This is an optimization exercise on Yosys and OpenROAD, whose aim is small area, a short achievable clock period and few clock cycles per item, not a production implementation.
Only simulation tests tie the RTL to the original design; equivalence was not proved.
No activity file was given, so power comes from the tool's default toggle rates.

===== flow/run.sh =====
#!/bin/bash
# synth_recipe.tcl (not shown) runs the flow's synth.tcl, then flattens the netlist and writes it again
# the make line also repeats each setting of config.mk as NAME=value (left out here)
make -C /OpenROAD-flow-scripts/flow DESIGN_CONFIG=/design/flow/config.mk WORK_HOME=/design/flow/orfs CLKGATE_MAP_FILE= SYNTH_SCRIPT=/design/flow/synth_recipe.tcl finish

===== flow/config.mk =====
export PLATFORM = sky130hd
export DESIGN_NAME = fft_stage_top
export DESIGN_NICKNAME = fft_stage_top
export VERILOG_FILES = /design/flow/design.v
export SDC_FILE = /design/flow/constraint.sdc
export NUM_CORES = 4
export LEC_CHECK = 0
export CAP_MARGIN = 20
export CORE_MARGIN = 2
export CORE_UTILIZATION = 40
export SETUP_SLACK_MARGIN = 0.2
export SLEW_MARGIN = 20

===== flow/constraint.sdc =====
create_clock -name core_clock -period 7.5 [get_ports {clk}]
set_input_delay 1.5000 -clock core_clock [delete_from_list [all_inputs] [get_ports {clk}]]
set_output_delay 1.5000 -clock core_clock [all_outputs]
set_load 0.01 [all_outputs]

===== flow/design.v =====
module twiddle_rom (
    input  logic        clk,
    input  logic        rstn,
    input  logic [2:0]  blk,
    output logic [35:0] tw_re,    
    output logic [35:0] tw_im
);
    logic [17:0] entry [4];
    always_comb begin
        for (int l = 0; l < 4; l++) begin
            case (5'(blk * 4 + l))
                5'd0:  entry[l] = {9'sd128,   9'sd0};
                5'd1:  entry[l] = {9'sd127,  -9'sd13};
                5'd2:  entry[l] = {9'sd126,  -9'sd25};
                5'd3:  entry[l] = {9'sd122,  -9'sd37};
                5'd4:  entry[l] = {9'sd118,  -9'sd49};
                5'd5:  entry[l] = {9'sd113,  -9'sd60};
                5'd6:  entry[l] = {9'sd106,  -9'sd71};
                5'd7:  entry[l] = {9'sd99,   -9'sd81};
                5'd8:  entry[l] = {9'sd91,   -9'sd91};
                5'd9:  entry[l] = {9'sd81,   -9'sd99};
                5'd10: entry[l] = {9'sd71,   -9'sd106};
                5'd11: entry[l] = {9'sd60,   -9'sd113};
                5'd12: entry[l] = {9'sd49,   -9'sd118};
                5'd13: entry[l] = {9'sd37,   -9'sd122};
                5'd14: entry[l] = {9'sd25,   -9'sd126};
                5'd15: entry[l] = {9'sd13,   -9'sd127};
                5'd16: entry[l] = {9'sd0,    -9'sd128};
                5'd17: entry[l] = {-9'sd13,  -9'sd127};
                5'd18: entry[l] = {-9'sd25,  -9'sd126};
                5'd19: entry[l] = {-9'sd37,  -9'sd122};
                5'd20: entry[l] = {-9'sd49,  -9'sd118};
                5'd21: entry[l] = {-9'sd60,  -9'sd113};
                5'd22: entry[l] = {-9'sd71,  -9'sd106};
                5'd23: entry[l] = {-9'sd81,  -9'sd99};
                5'd24: entry[l] = {-9'sd91,  -9'sd91};
                5'd25: entry[l] = {-9'sd99,  -9'sd81};
                5'd26: entry[l] = {-9'sd106, -9'sd71};
                5'd27: entry[l] = {-9'sd113, -9'sd60};
                5'd28: entry[l] = {-9'sd118, -9'sd49};
                5'd29: entry[l] = {-9'sd122, -9'sd37};
                5'd30: entry[l] = {-9'sd126, -9'sd25};
                default: entry[l] = {-9'sd127, -9'sd13};
            endcase
        end
    end
    always_ff @(posedge clk or negedge rstn) begin
        if (!rstn) begin
            tw_re <= '0;
            tw_im <= '0;
        end else begin
            for (int l = 0; l < 4; l++) begin
                tw_re[l*9 +: 9] <= entry[l][17:9];
                tw_im[l*9 +: 9] <= entry[l][8:0];
            end
        end
    end
endmodule
module twiddle_mul (
    input  logic [55:0] d_re,     
    input  logic [55:0] d_im,
    input  logic [35:0] w_re,     
    input  logic [35:0] w_im,
    output logic [91:0] p_re,     
    output logic [91:0] p_im
);
    always_comb begin
        for (int i = 0; i < 4; i++) begin
            logic signed [22:0] dr, di, wr, wi;
            dr = 23'($signed(d_re[i*14 +: 14]));
            di = 23'($signed(d_im[i*14 +: 14]));
            wr = 23'($signed(w_re[i*9 +: 9]));
            wi = 23'($signed(w_im[i*9 +: 9]));
            p_re[i*23 +: 23] = dr * wr - di * wi;
            p_im[i*23 +: 23] = dr * wi + di * wr;
        end
    end
endmodule
module butterfly_stage (
    input  logic        clk,
    input  logic        rstn,
    input  logic        pair_valid,
    input  logic [51:0] pair_a_re,    
    input  logic [51:0] pair_a_im,
    input  logic [51:0] pair_b_re,
    input  logic [51:0] pair_b_im,
    output logic        res_valid,
    output logic [91:0] res_add_re,   
    output logic [91:0] res_add_im,
    output logic [91:0] res_diff_re,
    output logic [91:0] res_diff_im
);
    logic [55:0] sum_re, sum_im, dif_re, dif_im;
    logic [35:0] tw_re, tw_im;
    logic [91:0] add_re_p, add_im_p, diff_re_p, diff_im_p;
    logic [2:0]  blk_idx;
    logic        valid_d1;
    twiddle_rom u_rom (
        .clk   (clk),
        .rstn  (rstn),
        .blk   (blk_idx),
        .tw_re (tw_re),
        .tw_im (tw_im)
    );
    twiddle_mul u_mul_add (
        .d_re (sum_re),
        .d_im (sum_im),
        .w_re (tw_re),
        .w_im (tw_im),
        .p_re (add_re_p),
        .p_im (add_im_p)
    );
    twiddle_mul u_mul_diff (
        .d_re (dif_re),
        .d_im (dif_im),
        .w_re (tw_re),
        .w_im (tw_im),
        .p_re (diff_re_p),
        .p_im (diff_im_p)
    );
    always_ff @(posedge clk or negedge rstn) begin
        if (!rstn) begin
            blk_idx   <= '0;
            valid_d1  <= 1'b0;
            res_valid <= 1'b0;
        end else begin
            valid_d1  <= pair_valid;
            res_valid <= valid_d1;
            if (pair_valid) begin
                blk_idx <= blk_idx + 3'd1;
            end
        end
    end
    always_ff @(posedge clk) begin
        if (pair_valid) begin
            for (int i = 0; i < 4; i++) begin
                sum_re[i*14 +: 14] <= 14'($signed(pair_a_re[i*13 +: 13])) + 14'($signed(pair_b_re[i*13 +: 13]));
                sum_im[i*14 +: 14] <= 14'($signed(pair_a_im[i*13 +: 13])) + 14'($signed(pair_b_im[i*13 +: 13]));
                dif_re[i*14 +: 14] <= 14'($signed(pair_a_re[i*13 +: 13])) - 14'($signed(pair_b_re[i*13 +: 13]));
                dif_im[i*14 +: 14] <= 14'($signed(pair_a_im[i*13 +: 13])) - 14'($signed(pair_b_im[i*13 +: 13]));
            end
        end
    end
    always_ff @(posedge clk) begin
        if (valid_d1) begin
            res_add_re  <= add_re_p;
            res_add_im  <= add_im_p;
            res_diff_re <= diff_re_p;
            res_diff_im <= diff_im_p;
        end
    end
endmodule
module input_credit_buffer (
    input  logic         clk,
    input  logic         rstn,
    input  logic         in_valid,
    input  logic [207:0] in_block,     
    output logic         in_credit,
    input  logic         slot_free,
    output logic         pair_valid,
    output logic [207:0] pair_block
);
    logic [207:0] mem [4];
    logic [1:0]   wr_ptr;
    logic [1:0]   rd_ptr;
    logic [2:0]   count;
    logic [2:0]   slot_cnt;
    logic         pop;
    assign pop = (count != '0) && (slot_cnt != '0);
    assign pair_valid = pop;
    assign pair_block = mem[rd_ptr];
    assign in_credit = pop;
    always_ff @(posedge clk) begin
        if (in_valid) begin
            mem[wr_ptr] <= in_block;
        end
    end
    always_ff @(posedge clk or negedge rstn) begin
        if (!rstn) begin
            wr_ptr   <= '0;
            rd_ptr   <= '0;
            count    <= '0;
            slot_cnt <= 3'd4;
        end else begin
            if (in_valid) begin
                wr_ptr <= wr_ptr + 2'd1;
            end
            if (pop) begin
                rd_ptr <= rd_ptr + 2'd1;
            end
            case ({in_valid, pop})
                2'b10:   count <= count + 3'd1;
                2'b01:   count <= count - 3'd1;
                default: count <= count;
            endcase
            case ({slot_free, pop})
                2'b10:   slot_cnt <= slot_cnt + 3'd1;
                2'b01:   slot_cnt <= slot_cnt - 3'd1;
                default: slot_cnt <= slot_cnt;
            endcase
        end
    end
endmodule
module output_credit_queue (
    input  logic         clk,
    input  logic         rstn,
    input  logic         res_valid,
    input  logic [367:0] res_block,    
    input  logic         out_credit,
    output logic         out_valid,
    output logic [367:0] out_block,
    output logic         slot_free
);
    logic [367:0] mem [4];
    logic [1:0]   wr_ptr;
    logic [1:0]   rd_ptr;
    logic [2:0]   count;
    logic [2:0]   credit_cnt;
    logic         send;
    assign send = (count != '0) && (credit_cnt != '0);
    assign out_valid = send;
    assign out_block = mem[rd_ptr];
    assign slot_free = send;
    always_ff @(posedge clk) begin
        if (res_valid) begin
            mem[wr_ptr] <= res_block;
        end
    end
    always_ff @(posedge clk or negedge rstn) begin
        if (!rstn) begin
            wr_ptr     <= '0;
            rd_ptr     <= '0;
            count      <= '0;
            credit_cnt <= '0;
        end else begin
            if (res_valid) begin
                wr_ptr <= wr_ptr + 2'd1;
            end
            if (send) begin
                rd_ptr <= rd_ptr + 2'd1;
            end
            case ({res_valid, send})
                2'b10:   count <= count + 3'd1;
                2'b01:   count <= count - 3'd1;
                default: count <= count;
            endcase
            case ({out_credit, send})
                2'b10:   credit_cnt <= (credit_cnt == 3'd7) ? credit_cnt : credit_cnt + 3'd1;
                2'b01:   credit_cnt <= credit_cnt - 3'd1;
                default: credit_cnt <= credit_cnt;
            endcase
        end
    end
endmodule
module fft_stage_top (
    input  logic        clk,
    input  logic        rstn,
    input  logic        in_valid,
    input  logic [51:0] in_a_re,
    input  logic [51:0] in_a_im,
    input  logic [51:0] in_b_re,
    input  logic [51:0] in_b_im,
    input  logic        out_credit,
    output logic        in_credit,
    output logic        out_valid,
    output logic [91:0] out_add_re,
    output logic [91:0] out_add_im,
    output logic [91:0] out_diff_re,
    output logic [91:0] out_diff_im
);
    logic         pair_valid;
    logic [207:0] pair_block;
    logic         res_valid;
    logic [91:0]  res_add_re, res_add_im, res_diff_re, res_diff_im;
    logic         slot_free;
    input_credit_buffer u_in_buf (
        .clk        (clk),
        .rstn       (rstn),
        .in_valid   (in_valid),
        .in_block   ({in_b_im, in_b_re, in_a_im, in_a_re}),
        .in_credit  (in_credit),
        .slot_free  (slot_free),
        .pair_valid (pair_valid),
        .pair_block (pair_block)
    );
    butterfly_stage u_bfly (
        .clk         (clk),
        .rstn        (rstn),
        .pair_valid  (pair_valid),
        .pair_a_re   (pair_block[51:0]),
        .pair_a_im   (pair_block[103:52]),
        .pair_b_re   (pair_block[155:104]),
        .pair_b_im   (pair_block[207:156]),
        .res_valid   (res_valid),
        .res_add_re  (res_add_re),
        .res_add_im  (res_add_im),
        .res_diff_re (res_diff_re),
        .res_diff_im (res_diff_im)
    );
    output_credit_queue u_out_q (
        .clk        (clk),
        .rstn       (rstn),
        .res_valid  (res_valid),
        .res_block  ({res_diff_im, res_diff_re, res_add_im, res_add_re}),
        .out_credit (out_credit),
        .out_valid  (out_valid),
        .out_block  ({out_diff_im, out_diff_re, out_add_im, out_add_re}),
        .slot_free  (slot_free)
    );
endmodule

==> impl_metrics.py <==
metrics = {
    "critical_path": {
        "cp.required_ps": 8220,
        "startpoint": "u_bfly.u_rom.tw_re[4]",
        "crit_arrival_ps": 7830,
        "crit_type": "register to register",
        "cp_max_fo": 19,
        "endpoint_kind": "register",
        "crit_path_start_kind": "register",
        "r2r-start": "u_bfly.u_rom.tw_re[4]",
    },
    "sta": {
        "setup_viol": 0,
        "fin_skew_ps": 89.1,
        "fin_crit_sh": 0.948,
        "fmax_mhz": 141,
        "worst_pin_slew_ps": 1100,
        "holdWs_ps": 471,
        "rsz0062_at_grt": "yes",
        "slew_headroom": 0.269,
        "hold_viol_final": 0,
        "slew_violations": 0,
        "finalCriticalPeriod_ps": 7110,
    },
    "global_routing": {
        "overflow": 0,
        "antenna_found_initial": 99,
        "met1_usage": 0.291,
        "grt_pass1_vias": 162000,
        "grt.busiest_layer": "met2",
        "grt_pass1_wl_um": 1030000,
        "grt_max_degree": 116,
        "grtUsageMet3": 0.0378,
        "grtUsageTotal": 0.212,
        "use_met2": 0.352,
    },
    "finish": {
        "area_growth_pct": 12.0,
        "fin_nets": 27000,
        "drive_above_1_share": 0.0831,
        "final_area_um2": 285000,
    },
    "clock_tree": {
        "insertion_delay_ps": 1030,
        "cts_tree": "done",
        "postCtsHoldBufs": 0,
        "h-tree-depth": 5,
        "clk_pin_slew_ps": 60,
        "cts_inserted_buffers": 331,
        "cts_buffer_depth": 4,
        "cts_root_buf": "clkbuf_16",
        "cts.sinks": 2925,
    },
    "power": {
        "p_seq_frac": 0.418,
        "p_int_w": 0.0330,
        "p_sw_frac": 0.293,
        "power_frac_comb": 0.231,
        "power_w": 0.0466,
        "pwr-share-clk": 0.352,
        "power_density_nw_per_um2": 164,
        "leakagePower_nw": 121,
        "irDropWorstVdd_uv": 198,
        "p_sw_w": 0.0136,
    },
    "yosys": {
        "synth.distinct_cells": 85,
        "synth.top_cells.by_area": "edfxtp_1 (34%), fa_1 (31%), ha_1 (8.4%)",
        "ys_seq_area_frac": 0.343,
        "syn_area_um2": 255000,
        "synth_edf_count": 2848,
        "yosys_most_used_dff": "edfxtp_1",
        "avgSynthCellArea_um2": 12.5,
        "ys_ff_latch": 2925,
        "ys_async_sr_fraction": 0.0263,
        "synth.most_common_cell": "inv_1",
        "yosys-top-cells-count": "inv_1 (4308), fa_1 (3941), edfxtp_1 (2848), nand2_1 (1783), ha_1 (1707)",
        "synth_top_area_cell": "edfxtp_1",
        "netlist.area_leader.share": 0.336,
        "synth_nets": 26300,
        "syn_inst": 20400,
        "yosysWarnings": 6,
    },
    "place": {
        "placed_area_um2": 273000,
        "dp_hpwl_um": 526000,
        "portBuffers": 581,
        "place_congestion": 0.894,
    },
    "routing": {
        "vias": 150000,
        "antenna_left": 0,
        "drt_pre_antenna_iters": 6,
        "route.detailed.drc": 0,
        "drtIter0Drc": 10900,
        "avgViaCountPerCell": 5.01,
        "wl_um": 678000,
        "wl_per_cell_um": 22.7,
    },
    "die": {
        "die_w_um": 802,
        "dieArea_um2": 643000,
        "die_h_um": 802,
        "io_pins": 582,
        "coreArea_um2": 635000,
        "rows": 293,
        "start_util": 0.401,
    },
    "worst_hold_path": {
        "min_from": "u_out_q.count[2]",
        "min_path_type": "register to register",
    },
    "flow_run": {
        "drv_cap": 0,
    },
    "outcome": {
        "status": "no timing/DRC/antenna violations",
    },
}
==> worst max-delay path, cell delays in order, from the launching register on <==
cell and delay, ps:
dfrtp_4 610, buf_4 270, and2_1 180, fa_1 440
fa_1 490, inv_1 50, fa_1 470, inv_1 60
fa_1 500, fa_1 590, fa_1 450, fa_1 490
ha_1 260, nor4_2 220, o21ai_1 160, a41oi_2 350
o21ai_2 160, or4b_1 490, o2111a_1 190, a311oi_2 300
xnor2_1 90
==> final cells by class <==
| class | instances | area, um^2 |
|---|---|---|
| fillers | 57800 | 350000 |
| multi-input cells | 12400 | 148000 |
| repair buffers | 1190 | 11700 |
| flip-flops and latches | 2925 | 87600 |
| clock buffers | 398 | 8560 |
| inverters | 4309 | 16200 |
| diodes | 49 | 123 |
| clock inverters | 202 | 2300 |
| well taps | 8407 | 10500 |
==> power groups by stage <==
stage | Sequential [W] | Clock (W) | Combinational, W
2_1_floorplan | 0.0200 | 0 | 0.00693
3_3_place_gp | 0.0198 | 0 | 0.0106
3_5_place_dp | 0.0198 | 0 | 0.0107
4_1_cts | 0.0195 | 0.0169 | 0.0108
5_1_grt | 0.0195 | 0.0174 | 0.0119
6_report | 0.0195 | 0.0164 | 0.0108
==> cell usage in the layout (no fill, tap or decap), types with 15 or more instances in the layout <==
cell	instances
a211oi_1	61
a21o_1	70
a21oi_1	332
a31oi_1	26
and2_1	1506
and3_1	48
buf_12	90
buf_4	506
bufinv_16	34
clkbuf_1	66
clkbuf_16	334
clkdlybuf4s50_1	580
clkinv_1	61
clkinv_2	45
clkinvlp_4	15
dfrtp_1	23
dfrtp_2	27
dfrtp_4	26
diode_2	49
edfxtp_1	2848
fa_1	3941
ha_1	1707
inv_1	4307
mux4_2	568
nand2_1	1783
nand2b_1	205
nand3_1	81
nor2_1	398
nor2b_1	221
nor3_1	110
o21a_1	52
o21ai_0	200
o21bai_1	48
o31a_1	15
o31ai_1	22
o41ai_1	15
or2_2	19
or3_1	42
xnor2_1	567
xor2_1	150
==> state kept, by name, summed over array words and instances, names as in the netlist, 22 cells and up <==
| register | count |
|---|---|
| u_bfly.dif_im | 56 |
| u_bfly.res_add_re | 88 |
| u_out_q.mem | 1440 |
| u_bfly.res_diff_re | 92 |
| u_bfly.res_add_im | 90 |
| u_bfly.dif_re | 56 |
| u_bfly.u_rom.tw_im | 22 |
| u_in_buf.mem | 832 |
| u_bfly.sum_im | 52 |
| u_bfly.sum_re | 52 |
| u_bfly.res_diff_im | 90 |
| u_bfly.u_rom.tw_re | 30 |
==> worst paths after layout <==
check,end,slack (ps),cells past startpoint
hold / removal,u_out_q.count[2],470,1
min in group asynchronous,u_out_q.wr_ptr[0],520,1
hold reg to reg,u_out_q.count[2],470,1
setup / recovery,u_bfly.res_diff_re[21],390,20
max in group asynchronous,u_bfly.u_rom.tw_re[19],5950,2
setup reg to reg,u_bfly.res_diff_re[21],390,20
==> per-stage QoR <==
step / setup TNS, ps / worst slack (ps) / utilization / cells
global route: 0 / 145 / 0.449 / 29800
finish: 0 / 392 / 0.449 / 29900
CTS: 0 / 163 / 0.447 / 29800
global placement: 0 / 129 / 0.430 / 29200
detailed placement: 0 / 96.4 / 0.430 / 29200
floorplan: -995900 / -1930 / - / 20400
==> layer usage <==
| metal | part of all wire | wire length [um] | up-vias |
|---|---|---|---|
| met5 | 0.00046 | 310 | - |
| met4 | 0.030 | 20400 | 48 |
| met3 | 0.066 | 44800 | 865 |
| met2 | 0.48 | 326000 | 4141 |
| met1 | 0.42 | 287000 | 78500 |
| li1 | - | - | 66200 |
==> kinds of logic (layout without fill, tap and decap cells) <==
group,Yosys count,count (layout),synth area share
other cells,1,50,0.0000147
compound gates,987,987,0.0249
buf+inv,5089,6099,0.0751
xor+xnor,717,717,0.0247
mux,576,576,0.0506
fa+ha+maj,5648,5648,0.394
simple gates,4459,4459,0.0874
flops,2925,2925,0.343
==> timing repair <==
action	CTS	global route
pin swaps	0	2
cloned	0	1
gates resized for setup	2	44
endpoints found under the setup margin	3	49
buffers inserted	0	62
Testbench counts, summed over its fixed seeds: cycles 3,232, blocks 3,200.

## afterwards: timing with drivers on the ports
In the flow no input, the clock included, has a driving cell. The finished layout below was timed again as built, in two steps. Step 1 (the two cells are an assumption about what drives the block):
set clk [get_ports {clk}]
set_driving_cell -lib_cell sky130_fd_sc_hd__clkbuf_16 $clk
set_driving_cell -lib_cell sky130_fd_sc_hd__buf_2 [delete_from_list [all_inputs] $clk]
Step 2, shift: input delay + t, output delay - t, t = (earliest + latest rising clock arrival at the registers) / 2. This alone moves slack from input paths to output paths. Three values: ideal, step 1, step 2; two values: the first two.
t, ns: 1.123
slack for setup (ns): 0.392 / 0.392 / 0.392
hold slack, ns: 0.471 / 0.412 / 0.471
worst setup path at the end: register to register
pins driven straight from the clock port: 1
After both steps setup and hold are still met in this run. For this run, drivers alone change the setup slack by 0.000 ns; drivers and shift together by 0.000 ns.
